This is an optimization exercise on Yosys and OpenROAD, whose aim is small area, a short achievable clock period and few clock cycles per item, not a production implementation.
Only simulation tests tie the RTL to the original design; equivalence was not proved.
No activity file was given, so power comes from the tool's default toggle rates.

File: flow/run.sh
#!/bin/bash
# synth_recipe.tcl (not shown) runs the flow's synth.tcl, then flattens the netlist and writes it again
# the make line also repeats each setting of config.mk as NAME=value (left out here)
make -C /OpenROAD-flow-scripts/flow DESIGN_CONFIG=/design/flow/config.mk WORK_HOME=/design/flow/orfs CLKGATE_MAP_FILE= SYNTH_SCRIPT=/design/flow/synth_recipe.tcl finish
File: flow/config.mk
export PLATFORM = sky130hd
export DESIGN_NAME = fec_frame_receiver
export DESIGN_NICKNAME = fec_frame_receiver
export VERILOG_FILES = /design/flow/design.v
export SDC_FILE = /design/flow/constraint.sdc
export NUM_CORES = 4
export LEC_CHECK = 0
export CAP_MARGIN = 20
export CORE_MARGIN = 2
export CORE_UTILIZATION = 40
export SLEW_MARGIN = 20
File: flow/constraint.sdc
create_clock -name core_clock -period 14.0 [get_ports {clk}]
set_input_delay 2.8000 -clock core_clock [delete_from_list [all_inputs] [get_ports {clk}]]
set_output_delay 2.8000 -clock core_clock [all_outputs]
set_load 0.01 [all_outputs]
File: flow/design.v
package fec_rx_pkg;
  localparam int unsigned K                = 4;
  localparam int unsigned NSTATES          = 8;
  localparam logic [3:0]  G0               = 4'hF;
  localparam logic [3:0]  G1               = 4'hD;
  localparam logic [15:0] CRC_POLY         = 16'h8005;
  localparam logic [15:0] CRC_INIT         = 16'hFFFF;
  localparam int unsigned DATA_W_DEFAULT   = 32;
  localparam int unsigned METRIC_W_DEFAULT = 8;
  typedef enum logic [2:0] {
    StIdle,
    StLoad,
    StDecode,
    StCrc,
    StDone
  } rx_state_e;
  typedef logic [METRIC_W_DEFAULT-1:0] metric_t;
  function automatic logic [1:0] conv_out(input logic [2:0] st, input logic u);
    conv_out = {^({st, u} & 4'hD), ^({st, u} & 4'hF)};   
  endfunction
  function automatic logic [15:0] crc16_step(input logic [15:0] crc, input logic d);
    crc16_step = {crc[14:0], 1'b0} ^ ((crc[15] ^ d) ? 16'h8005 : 16'h0000);   
  endfunction
endpackage
import fec_rx_pkg::*;
module viterbi_acs #(
  parameter int unsigned METRIC_W = METRIC_W_DEFAULT
) (
  input  logic [NSTATES-1:0][METRIC_W-1:0] metric_i,
  input  logic [1:0]                       pair_i,
  output logic [NSTATES-1:0][METRIC_W-1:0] metric_o,
  output logic [NSTATES-1:0]               decision_o
);
  function automatic logic [1:0] hamming(input logic [1:0] a, input logic [1:0] b);
    hamming = {1'b0, a[1] ^ b[1]} + {1'b0, a[0] ^ b[0]};
  endfunction
  function automatic logic [METRIC_W-1:0] sat_add(input logic [METRIC_W-1:0] a,
                                                  input logic [1:0] b);
    logic [METRIC_W:0] sum;
    sum = {1'b0, a} + {{(METRIC_W-1){1'b0}}, b};
    sat_add = sum[METRIC_W] ? {METRIC_W{1'b1}} : sum[METRIC_W-1:0];
  endfunction
  for (genvar g = 0; g < NSTATES; g++) begin : g_acs
    localparam logic [2:0] Ns = 3'(g);
    localparam logic [2:0] P0 = {1'b0, Ns[2:1]};
    localparam logic [2:0] P1 = {1'b1, Ns[2:1]};
    localparam logic [1:0] O0 = {^({P0, Ns[0]} & G1), ^({P0, Ns[0]} & G0)};
    localparam logic [1:0] O1 = {^({P1, Ns[0]} & G1), ^({P1, Ns[0]} & G0)};
    logic [1:0]          bm0, bm1;
    logic [METRIC_W-1:0] cand0, cand1;
    assign bm0   = hamming(pair_i, O0);
    assign bm1   = hamming(pair_i, O1);
    assign cand0 = sat_add(metric_i[P0], bm0);
    assign cand1 = sat_add(metric_i[P1], bm1);
    assign decision_o[g] = (cand1 < cand0);
    assign metric_o[g]   = decision_o[g] ? cand1 : cand0;
  end
endmodule
import fec_rx_pkg::*;
module fec_frame_receiver #(
  parameter int unsigned DATA_W   = DATA_W_DEFAULT,
  parameter int unsigned METRIC_W = METRIC_W_DEFAULT
) (
  input  logic                clk,
  input  logic                rst_n,
  input  logic                in_valid,
  input  logic                in_data,
  output logic                in_ready,
  output logic                out_valid,
  output logic [DATA_W-1:0]   out_data,
  output logic                crc_ok,
  output logic [METRIC_W-1:0] err_metric
);
  localparam int unsigned N    = DATA_W + 16;
  localparam int unsigned L    = 2 * N;
  localparam int unsigned CntW = $clog2(L + 1);
  localparam logic [NSTATES*METRIC_W-1:0] MetricInit =
      {{(NSTATES-1){{METRIC_W{1'b1}}}}, {METRIC_W{1'b0}}};
  fec_rx_pkg::rx_state_e            state_q, state_d;
  logic [CntW-1:0]                  cnt_q, cnt_d;
  logic [L-1:0]                     cap_q;
  logic [NSTATES-1:0][METRIC_W-1:0] metric_q, metric_new;
  logic [NSTATES-1:0][N-1:0]        path_q, path_new;
  logic [NSTATES-1:0]               decision;
  logic [15:0]                      crc_q, crc_next;
  logic [DATA_W-1:0]                out_data_q;
  logic                             crc_ok_q;
  logic [METRIC_W-1:0]              err_metric_q;
  logic accept, trellis_init, acs_en, crc_init, crc_en, finish;
  logic [L-1:0]          coded, coded_sh;
  logic [1:0]            rx_pair;
  logic [2:0]            best_state;
  logic [METRIC_W-1:0]   best_metric;
  logic [N-1:0]          win_path, win_sh;
  assign coded = cap_q;
  assign coded_sh = coded << {cnt_q, 1'b0};
  assign rx_pair  = coded_sh[L-1 -: 2];
  viterbi_acs #(
    .METRIC_W(METRIC_W)
  ) u_acs (
    .metric_i  (metric_q),
    .pair_i    (rx_pair),
    .metric_o  (metric_new),
    .decision_o(decision)
  );
  for (genvar g = 0; g < NSTATES; g++) begin : g_surv
    localparam logic [2:0] Ns = 3'(g);
    logic [N-1:0] pred_path;
    assign pred_path   = path_q[{decision[g], Ns[2:1]}];
    assign path_new[g] = {pred_path[N-2:0], Ns[0]};
  end
  always_comb begin
    best_state  = 3'd0;
    best_metric = metric_q[0];
    for (int s = 1; s < NSTATES; s++) begin
      if (metric_q[s] < best_metric) begin
        best_metric = metric_q[s];
        best_state  = 3'(s);
      end
    end
  end
  assign win_path = path_q[best_state];
  assign win_sh   = win_path << cnt_q;
  assign crc_next = fec_rx_pkg::crc16_step(crc_q, win_sh[N-1]);
  always_comb begin
    state_d      = state_q;
    cnt_d        = cnt_q;
    accept       = 1'b0;
    trellis_init = 1'b0;
    acs_en       = 1'b0;
    crc_init     = 1'b0;
    crc_en       = 1'b0;
    finish       = 1'b0;
    case (state_q)
      StIdle: begin
        if (in_valid) begin
          accept  = 1'b1;
          state_d = StLoad;
          cnt_d   = CntW'(1);
        end
      end
      StLoad: begin
        if (in_valid) begin
          accept = 1'b1;
          if (cnt_q == CntW'(L - 1)) begin
            state_d      = StDecode;
            cnt_d        = '0;
            trellis_init = 1'b1;
          end else begin
            cnt_d = cnt_q + 1'b1;
          end
        end
      end
      StDecode: begin
        acs_en = 1'b1;
        if (cnt_q == CntW'(N - 1)) begin
          state_d  = StCrc;
          cnt_d    = '0;
          crc_init = 1'b1;
        end else begin
          cnt_d = cnt_q + 1'b1;
        end
      end
      StCrc: begin
        crc_en = 1'b1;
        if (cnt_q == CntW'(DATA_W - 1)) begin
          state_d = StDone;
          cnt_d   = '0;
          finish  = 1'b1;
        end else begin
          cnt_d = cnt_q + 1'b1;
        end
      end
      StDone:  state_d = StIdle;
      default: state_d = StIdle;
    endcase
  end
  always_ff @(posedge clk) begin
    if (!rst_n) begin
      state_q <= StIdle;
      cnt_q   <= '0;
    end else begin
      state_q <= state_d;
      cnt_q   <= cnt_d;
    end
  end
  always_ff @(posedge clk) begin
    if (!rst_n) begin
      cap_q        <= '0;
      metric_q     <= '0;
      path_q       <= '0;
      crc_q        <= '0;
      out_data_q   <= '0;
      crc_ok_q     <= 1'b0;
      err_metric_q <= '0;
    end else begin
      if (accept) cap_q <= {cap_q[L-2:0], in_data};
      if (trellis_init) begin
        metric_q <= MetricInit;
        path_q   <= '0;
      end else if (acs_en) begin
        metric_q <= metric_new;
        path_q   <= path_new;
      end
      if (crc_init)    crc_q <= CRC_INIT;
      else if (crc_en) crc_q <= crc_next;
      if (finish) begin
        out_data_q   <= win_path[N-1 -: DATA_W];
        crc_ok_q     <= (crc_next == win_path[15:0]);
        err_metric_q <= best_metric;
      end
    end
  end
  assign in_ready   = (state_q == StIdle) || (state_q == StLoad);
  assign out_valid  = (state_q == StDone);
  assign out_data   = out_data_q;
  assign crc_ok     = crc_ok_q;
  assign err_metric = err_metric_q;
endmodule
==> impl_metrics.yaml <==
critical_path:
  crit_path_max_incr_delay_ns: 0.55
  path_delay_family: "compound AO/OA/AOI/OAI gates"
  critical-path-slowest-cell: "sky130_fd_sc_hd__nor3_4"
  critPathLaunchType: "flip-flop"
  crit_required_ns: 14.52
  timing.critical_path.mode_cell: "sky130_fd_sc_hd__a21oi_2"
  worst_ep_arrival_time_ns: 14.00
  worstSetupPathType: "reg -> reg"
  cp_num_buf_inv: 9
  cp_max_fo: 10
  timing.critical_path.to_type: "flip-flop"
cells_and_area:
  drive_gt1_share_pct: 11.63
  areaGrowthSynthToFinish_pct: 14.36
  fin_nets: 4551
  multiInputGateArea_sq_um: 23150
  seq_area_sq_um: 11810
  layout.filler_cells: 8800
  fin_area_sq_um: 41090
yosys:
  ys_async_sr_fraction_pct: 0
  count_of_flip_flops_with_a_built_in_enable_after_synthesis: 0
  synth_area_leaders: "sky130_fd_sc_hd__dfxtp_1 33%, sky130_fd_sc_hd__mux2i_1 9.6%, sky130_fd_sc_hd__a211oi_1 8.4%, sky130_fd_sc_hd__nor2_1 6.9%, sky130_fd_sc_hd__nand2_1 5.5%"
  postSynth.topFlopCell: "sky130_fd_sc_hd__dfxtp_1"
  synthesis_warning_total: 2
  synth_largest_type_area_fraction_pct: 32.87
  largest_area_contributor_in_the_netlist: "sky130_fd_sc_hd__dfxtp_1"
  synth_sequential_area_ratio_pct: 32.87
  synth_fp_nets: 4610
  post_synth_inst_count: 4464
  postSynthAreaPerCell_sq_um: 8.049
  synth-seq-cells: 590
  synthesis.area_sq_um: 35930
  netlist-cell-type-count: 102
place:
  hpwlAfterDp_mm: 87.24
  portBuffers: 46
  dpl-instance-area_sq_um: 37830
  post-place-ws_ns: -0.07568
  place.gp.congestion: 0.9558
sta:
  worst_slack_ns: 0.5202
  worst_slew_margin_rel_pct: 20.14
  fmax_mhz: 74.19
  fin_hold_viols: 0
  timing.final.crit_share_pct: 96.28
  final-setup-viol-count: 0
  tightest_slew_ns: 1.198
  report.final.slew_viol_count: 0
  period_needed_ns: 13.48
  fin_skew_ns: 0.03066
job:
  timing.max_cap.violations: 0
global_route:
  grt.total_usage_pct: 27.03
  grt_antenna_before_repair: 0
  grt_start_max_net_pins: 238
  wire_length_of_the_first_global_routing_pass_mm: 197.2
  grt_overflow_total: 0
  vias_in_the_first_global_route: 31820
cts:
  clock_sinks: 590
  cts_made_buffers: 69
  cts.hold.buffers_added: 0
  max_clock_buf_depth: 3
  clock_tree.htree_level_count: 3
  cts_tree: "yes"
  cts.clk_slew.worst_paths_ns: 0.06
  clkLatencyLatePin_ns: 0.64
  root_buffer: "sky130_fd_sc_hd__clkbuf_16"
floorplan:
  initial_utilization_pct: 40.53
  floorplan.rows: 109
  core_region_area_sq_um: 88650
  die_w_microns: 303.7
  die_area_sq_um: 92240
  floorplan.die.height_microns: 303.7
  ios: 47
power:
  totalPowerFinal_uw: 3680
  power_density_nw_per_um2: 89.56
  static-leakage-power_uw: 0.01348
  power.ir.vdd_worst_v: 0.0001035
drt:
  dr.pass1.iters: 6
  wl_per_cell_microns: 23.29
  drc: 0
  drt-total-wl_mm: 130.9
  num_vias: 34440
  vias_per_cell: 6.128
  final_antenna_net_count: 0
  detailedRoute.firstIterationViolations: 3864
outcome:
  outcome: "timing/DRC/antenna clean"
hold_path:
  hp-class: "reg -> reg"
worst min-delay path: cells and delay by family (launching register included):
family,cells,cell delay [ns]
AOI/OAI and AO/OA,1,0.05
and+or+nand+nor,1,0.06
DFF,1,0.31
registers in the layout (all words and copies together) (netlist names):
name	cells
path_q	363
cap_q	96
metric_q	64
out_data_q	32
crc_q	16
err_metric_q	8
cnt_q	7
state_q	3
crc_ok_q	1
placed cells by master, fill, tap and decap left out, types with 69 or more instances in the layout:
master                      Yosys  final
sky130_fd_sc_hd__clkbuf_16      0     70
sky130_fd_sc_hd__a311oi_1      69     69
sky130_fd_sc_hd__nor2_1       660    648
sky130_fd_sc_hd__dfxtp_1      590    588
sky130_fd_sc_hd__ha_1         126    120
sky130_fd_sc_hd__o21ai_0      118    107
sky130_fd_sc_hd__nor3_1        73     70
sky130_fd_sc_hd__nand3_1      115    110
sky130_fd_sc_hd__buf_4          3    174
sky130_fd_sc_hd__mux2i_1      344    343
sky130_fd_sc_hd__nand2_1      528    520
sky130_fd_sc_hd__a211oi_1     400    392
sky130_fd_sc_hd__a21oi_1      228    200
report_power, final:
group          switching, uW  internal [uW]  leakage (uW)
sequential              2.32           1680       0.00475
combinational           54.8           15.3       0.00758
clock                    768           1160       0.00115
total                    825           2850        0.0135
cells by family after synthesis:
logic type	synth area share, %
AO/OA/AOI/OAI	23.37
XOR/XNOR	1.501
adder cells (fa/ha/maj)	5.363
buffers and inverters	4.760
flip-flops	32.87
multiplexers	12.20
AND/OR/NAND/NOR	19.93
layout make-up:
cell class	instances	share of cell area, %
clock buffers	96	4.744
repair buffers	241	5.009
diodes	1	0.006090
multi-input cells	3440	56.35
well taps	1165	3.548
flip-flops and latches	590	28.75
inverters	63	0.5908
clock inverters	24	1.002
synthesized netlist by cell type (all sizes together) (46+ instances only):
master,number
mux2i,345
nor2b,62
dfxtp,590
nand3,116
inv,62
nand2,531
ha,126
o21ai,124
a21oi,231
a21boi,46
nor3,75
buf,51
nor2,661
clkbuf,326
a211oi,406
a311oi,69
repair_timing:
item / 4_1_cts / 5_1_grt
resized for setup: 8 / 133
endpoints found under the hold margin: 0 / 0
buffers inserted: 4 / 29
pin swaps: 2 / 46
cloned: 0 / 7
setup endpoints to repair: 4 / 33
routing by layer:
metal,global-route usage (%),wire length [microns]
met1,35.68,55510
met2,43.32,58890
met3,4.774,10340
met4,11.69,6130
met5,0,0
stage by stage:
step / util, % / cells / TNS (ns) / hold WS [ns]
after detailed placement: 42.67 / 5459 / -0.1509 / 0.4602
final: 46.35 / 5620 / 0 / 0.4621
after global placement: 42.67 / 5459 / 0 / 0.4544
after global routing: 46.35 / 5619 / -0.8537 / 0.4871
after floorplan: - / 4464 / 0 / 0.4405
after CTS: 45.40 / 5583 / 0 / 0.4664
worst paths after layout:
check             cells after the start                startpoint               endpoint  slack [ns]
setup / recovery                     72  metric_q[1]$_SDFFE_PP0P_  crc_q[2]$_SDFFE_PN0P_        0.52
hold / removal                        2     cap_q[8]$_SDFFE_PN0P_  cap_q[9]$_SDFFE_PN0P_        0.46
setup reg to reg                     72  metric_q[1]$_SDFFE_PP0P_  crc_q[2]$_SDFFE_PN0P_        0.52
hold reg to reg                       2     cap_q[8]$_SDFFE_PN0P_  cap_q[9]$_SDFFE_PN0P_        0.46
Testbench counts, summed over its fixed seeds: cycles 56,640, frames 320.

-- separate check: timing with driven ports --
No port has a modelled driver above. Below, the same layout with a new extraction and two added sets of constraints.
Step 1: set_driving_cell puts a clkbuf_16 on clk and a buf_2 on each other input, an assumption about the parent block.
Step 2, shift: input delay + t, output delay - t, t = (earliest + latest rising clock arrival at the registers) / 2. This alone moves slack from input paths to output paths.
Three values: ideal ports, drivers, drivers and shift; two values: the first two.
t, ns: 0.698
setup slack, ns: 0.520 / 0.520 / 0.520
hold slack, ns: 0.462 / 0.462 / 0.462
worst setup path at the end: register to register
cell pins on the clock port's net: 1
After both steps this run still meets setup and hold. For this run, drivers alone change the setup slack by 0.000 ns; drivers and shift together by 0.000 ns.
